Background: an optimization exercise with open tools, aiming at a short achievable clock period and few clock cycles. Do not read the settings as production practice.
Only simulation tests tie the RTL to the original design; equivalence was not proved.
Power figures rest on the tool's default switching activity, not on a simulated workload.

## the reference run
Design mipsCore, start of the top module:
module mipsCore (
	input logic clock,
	input logic reset,
	input logic [32-1:0] wbDatR,
	input logic wbAck,
	output logic [32-1:0] wbAdr,
	output logic [32-1:0] wbDatW,
	output logic [3:0] wbSel,
	output logic wbWe,
	output logic wbCyc,
	output logic wbStb,
	output logic halted
);
Size in the first run: roughly 6,000 flip-flops, ~110 I/O pins, ~260,000 um2 of cells after synthesis.
make LEC_CHECK=0 CAP_MARGIN=20 CORE_MARGIN=2 CORE_UTILIZATION=40 SETUP_SLACK_MARGIN=3.5 SLEW_MARGIN=20 finish   # period 7.0 ns
run.sh (not shown) runs the stock make flow with config.mk's settings and CLKGATE_MAP_FILE= SYNTH_SCRIPT=/design/flow/synth_recipe.tcl, a recipe that flattens the netlist after the stock synthesis.
Testbench counts of the reference run, summed over its fixed seeds: cycles 25,776.
--- input diff the reference run..the trial run ---
--- a/flow/design.v
+++ b/flow/design.v
@@ -89,23 +89,22 @@
 	localparam int DN = 1 << DW;
 	localparam int DT = 10 - DW;
 	localparam int WIN = 15;           
 	localparam int FQ = 32;            
 	localparam int FQW = 5;
 	localparam int KEEP = 80;          
 	logic busStb;
 	logic busWe;
 	logic busFetch;
 	logic busLoad;
 	logic [31:0] busAdr;
-	logic [10:0] busA1;                
 	logic [31:0] busDat;
 	logic [3:0] busSel;
 	logic busFree;
 	assign busFree = !busStb || wbAck;
 	assign wbCyc = busStb;
 	assign wbStb = busStb;
 	assign wbAdr = busAdr;
 	assign wbDatW = busDat;
 	assign wbSel = busSel;
 	assign wbWe = busWe;
 	logic [31:0] regs [32];
@@ -171,23 +170,23 @@
 	logic lmIssue;
 	logic pfIssue;
 	logic [5:0] pdOp;
 	logic pdJ;
 	logic pdBr;
 	logic [16:0] pdBrT;
 	logic pdPT;
 	logic [9:0] pdTgt;
 	assign pdOp = wbDatR[31:26];
 	assign pdJ = pdOp == 6'h02;
 	assign pdBr = pdOp == 6'h04 || pdOp == 6'h05;
-	assign pdBrT = {6'd0, busA1} + {wbDatR[15], wbDatR[15:0]};
+	assign pdBrT = {7'd0, busAdr[11:2]} + 17'd1 + {wbDatR[15], wbDatR[15:0]};
 	assign pdPT = busAdr[31:12] == 20'd0 &&
 		((pdJ && wbDatR[25:10] == 16'd0) ||
 		(pdBr && pdBrT[16:10] == 7'd0 &&
 		(wbDatR[15] || ((wbDatR[25:21] == wbDatR[20:16]) != wbDatR[26]))));
 	assign pdTgt = pdJ ? wbDatR[9:0] : pdBrT[9:0];
 	logic [IW-1:0] fIdx;
 	logic fHitC;
 	logic fHitR;
 	logic fHit;
 	logic [31:0] fWord;
 	logic fPT;
@@ -641,24 +640,23 @@
 	always_ff @(posedge clock) begin
 		if (sbIssue) begin
 			busAdr <= sbAdr;
 			busSel <= sbSel;
 			busDat <= sbDat;
 		end else if (lmIssue) begin
 			busAdr <= lmAdr;
 			busSel <= lmByte ? (4'b0001 << lmAdr[1:0]) : 4'b1111;
 		end else if (pfIssue) begin
 			busAdr <= ppc;
 			busSel <= 4'b1111;
-			busA1 <= {1'b0, ppc[11:2]} + 11'd1;
 		end
 	end
 	logic haltNow;
 	assign haltNow = xValid && xBrk && idle && !wTrap;
 	always_ff @(posedge clock) begin
 		if (reset)
 			haltReg <= 1'b0;
 		else if (haltNow)
 			haltReg <= 1'b1;
 	end
-	assign halted = haltReg;
+	assign halted = haltReg || haltNow;
 endmodule
Results
| post-synthesis sequential element count | the trial run vs the reference run | ≈ equal |. Across both runs, share of total power in the clock network was lower for the trial run than for the reference run. Higher share of the clock period used by the worst path among the reference run and the trial run: the trial run. [the trial run] post-synthesis to final-layout area growth rose 0.91 points relative to the reference run. Changes observed in the trial run relative to the reference run: proportion of cell area occupied by multi-input gates neither gained nor lost much; met3 demand-to-capacity share in global routing lost 1.6 points; maximum frequency lost 4.5%; overall power lost 0.66 mW; area after synthesis neither gained nor lost much.
Testbench counts of the trial run, summed over its fixed seeds: cycles 25,728.

---

Another version of the RTL of mipsCore (not shown whole).
Size: about 15000 cells after synthesis, roughly 6100 flip-flops, roughly 260000 um2 of cells after synthesis.
Settings: LEC_CHECK=0, CAP_MARGIN=20, CORE_MARGIN=2, CORE_UTILIZATION=40, SETUP_SLACK_MARGIN=3.5, SLEW_MARGIN=20; clock period 7.0 ns.
Testbench counts at the start, summed over its fixed seeds: cycles 26,032.
==> next run, changes <==
--- a/flow/design.v
+++ b/flow/design.v
@@ -265,34 +265,42 @@
 	assign dDest = dLui ? dRtF : dRdF;
 	assign dWr = (dAdd || dSub || dAnd || dXor || dLui) && dDest != 5'd0;
 	logic [4:0] xLdRd;
 	logic hXr;
 	logic hX;
 	logic hM;
 	logic hL;
 	logic dHaz;
 	assign xLdRd = (xValid && xLoad) ? xDest : 5'd0;
-	assign hXr = xValid && xWr && (dRs == xDest || dRtF == xDest);
+	assign hXr = xValid && xWr && (xAdd || xSub) && (dRs == xDest || dRtF == xDest);
 	assign hX = xLdRd != 5'd0 && (dRs == xLdRd || dRtF == xLdRd || dRdF == xLdRd);
 	assign hM = mValid && mRd != 5'd0 && (dRs == mRd || dRtF == mRd || dRdF == mRd);
 	assign hL = lmValid && lmRd != 5'd0 && (dRs == lmRd || dRtF == lmRd || dRdF == lmRd);
 	assign dHaz = hXr || hX || hM || hL;
 	logic [31:0] ra;
 	logic [31:0] rb;
 	logic [31:0] dImm;
+	logic xFast;
+	logic [31:0] xFastRes;
+	assign xFast = xValid && xWr && !xAdd && !xSub;
+	assign xFastRes = xAnd ? (xOpA & xRt) : (xXor ? (xOpA ^ xRt) : xOpA);
 	always_comb begin
-		if (wWe && wRd == dRs)
+		if (xFast && xDest == dRs)
+			ra = xFastRes;
+		else if (wWe && wRd == dRs)
 			ra = wRes;
 		else if (lValid && lRd == dRs)
 			ra = lData;
 		else
 			ra = regs[dRs];
-		if (wWe && wRd == dRtF)
+		if (xFast && xDest == dRtF)
+			rb = xFastRes;
+		else if (wWe && wRd == dRtF)
 			rb = wRes;
 		else if (lValid && lRd == dRtF)
 			rb = lData;
 		else
 			rb = regs[dRtF];
 	end
 	assign dImm = {{16{dIR[15]}}, dIR[15:0]};
 	logic [31:0] sum;
 	logic [31:0] xRes;
After rerunning: Final area grows by 1.0%. Die area grows by about 0.46%. Global-route usage grows by 1.0 points. Clock-buffer cell count shrinks by 25. Worst setup slack loses 0.019 ns. Fmax shrinks by 0.52%. Total power shrinks by 1.3%. Worst hold slack loses 0.039 ns. Non-clock buffer count grows by 134. Synthesized cell count grows by about 2%.
Testbench counts after the change, summed over its fixed seeds: cycles 25,982.

---

== indigo ==
mipsCore, a different RTL version from the one above (not shown whole).
Size in the first run: roughly 15000 cells after synthesis, roughly 6100 flip-flops, ~110 I/O pins, ~270000 um^2 of cells after synthesis.
==> flow/design.v (excerpt) <==
module mipsCore (
	input logic clock,
	input logic reset,
	input logic [32-1:0] wbDatR,
	input logic wbAck,
	output logic [32-1:0] wbAdr,
	output logic [32-1:0] wbDatW,
	output logic [3:0] wbSel,
	output logic wbWe,
	output logic wbCyc,
	output logic wbStb,
	output logic halted
);
Settings: LEC_CHECK=0, CAP_MARGIN=20, CORE_MARGIN=2, CORE_UTILIZATION=40, SETUP_SLACK_MARGIN=3.5, SLEW_MARGIN=20; clock period 7.0 ns.
Testbench counts of indigo, summed over its fixed seeds: cycles 25,981.
Input-level comparison between nickel and indigo:
--- a/flow/design.v
+++ b/flow/design.v
@@ -530,29 +530,28 @@
 	logic [9:0] fqTgt [FQ];
 	logic [FQ-1:0] fqPT;
 	logic [FQW-1:0] fqHead;
 	logic [FQW:0] fqCount;
 	logic [31:0] fqHAdr;
 	logic fqEmpty;
 	logic [9:0] hDist;
 	logic [9:0] bDist;
-	logic [31:0] fqTAdr;
+	logic [10:0] fqNext;               
 	logic fillAck;
 	logic bAhead;
 	logic fillToFq;
 	logic fillToC;
 	logic fqDrain;
 	logic fqDrop;
 	logic fqPop;
 	logic fpcInFq;
 	assign fqEmpty = fqCount == '0;
 	assign hDist = fqHAdr[11:2] - fpcP[11:2];
 	assign bDist = busAdr[11:2] - fpcP[11:2];
-	assign fqTAdr = fqHAdr + {25'd0, fqCount, 2'b00};
 	assign fillAck = busFetch && wbAck;
 	assign bAhead = bDist >= WIN && bDist < 10'd512;
 	logic toFqQ;
 	logic toCQ;
 	logic drainQ;
 	logic dropQ;
 	assign fillToFq = fillAck && !rsQ && toFqQ;
 	assign fillToC = fillAck && toCQ && !fillToFq;
@@ -618,17 +617,19 @@
 				ppc <= ppc + 32'd4;
 			if (rsQ)
 				brkStop <= 1'b0;
 			else if (fillAck && wbDatR[31:26] == 6'h00 && wbDatR[5:0] == 6'h0D)
 				brkStop <= 1'b1;
 		end
 	end
 	always_ff @(posedge clock) begin
-		toFqQ <= busAdr[31:12] == 20'd0 && (fqEmpty ? bAhead : busAdr[31:2] == fqTAdr[31:2]);
+		toFqQ <= busAdr[31:12] == 20'd0 && (fqEmpty ? bAhead : {1'b0, busAdr[11:2]} == fqNext);
+		if (fillToFq)
+			fqNext <= busA1;
 		toCQ <= busAdr[31:12] == 20'd0 && !bAhead;
 		if (fqPop) begin
 			drainQ <= hDist < WIN - 2;
 			dropQ <= hDist >= 10'd511;
 		end else begin
 			drainQ <= hDist < WIN - 1;
 			dropQ <= hDist >= 10'd512;
 		end
Notes after the runs:
In summary, nickel completed successfully, with a layout that passed the timing, design-rule and antenna checks. indigo -> nickel: wire length of the first global-routing pass decreased slightly. In nickel, the sequential share of layout area came out 0.40 points above the value in indigo. | floorplan die area | nickel vs indigo | 0.63% lower |. The lower fmax of indigo and nickel is in indigo. Via count of the routed design, nickel vs indigo: down by a few percent. Diff indigo -> nickel: peak fanout along the critical path +19, shortest period the worst path allows decreased by 0.42 ns relative to the old numbers. On multi-input gate share of total cell area: between indigo and nickel, it ends up higher for indigo. Summary of nickel over indigo: arrival time at the worst endpoint saw a decrease, post-layout instance area dropped about 0.9%, sequential cell count was more or less identical. Looking at area added between synthesis and finish, nickel sits 0.26 points lower than indigo does.
Testbench counts of nickel, summed over its fixed seeds: cycles 25,981.

-- afterwards: timing with drivers on the ports --
How much do the figures lean on ideal ports? The routed layouts below were timed once more, with nothing changed but the port constraints. Step 1: set_driving_cell puts a clkbuf_16 on clock and a buf_2 on each other input, an assumption about the parent block. Step 2, shift: input delay + t, output delay - t, t = (earliest + latest rising clock arrival at the registers) / 2. This alone moves slack from input paths to output paths. a / b / c = ideal / step 1 / step 2; a / b = the first two.
run | t (ns) | setup slack, ns | clock arrival spread, ns | worst register clock-pin slew, ns | pins driven straight from the clock port
the reference run | 1.260 | 3.197 / 3.197 / 2.042 | 0.096 / 0.095 | 0.07 / 0.07 | 1
the trial run | 1.240 | 3.018 / 2.984 / 2.261 | 0.137 / 0.137 | 0.07 / 0.07 | 1
the first run of note 2 | 1.241 | 3.284 / 3.284 / 2.175 | 0.094 / 0.094 | 0.07 / 0.07 | 1
the second run of note 2 | 1.229 | 3.264 / 3.264 / 2.114 | 0.114 / 0.114 | 0.07 / 0.07 | 1
indigo | 1.245 | 2.863 / 2.863 / 2.132 | 0.131 / 0.131 | 0.07 / 0.07 | 1
nickel | 1.247 | 3.283 / 3.283 / 2.180 | 0.084 / 0.084 | 0.07 / 0.07 | 1
After both steps setup and hold are still met in every run listed. The setup slack of the reference run, which loses most, moves by 0.000 ns with the drivers and by -1.155 ns with both steps.
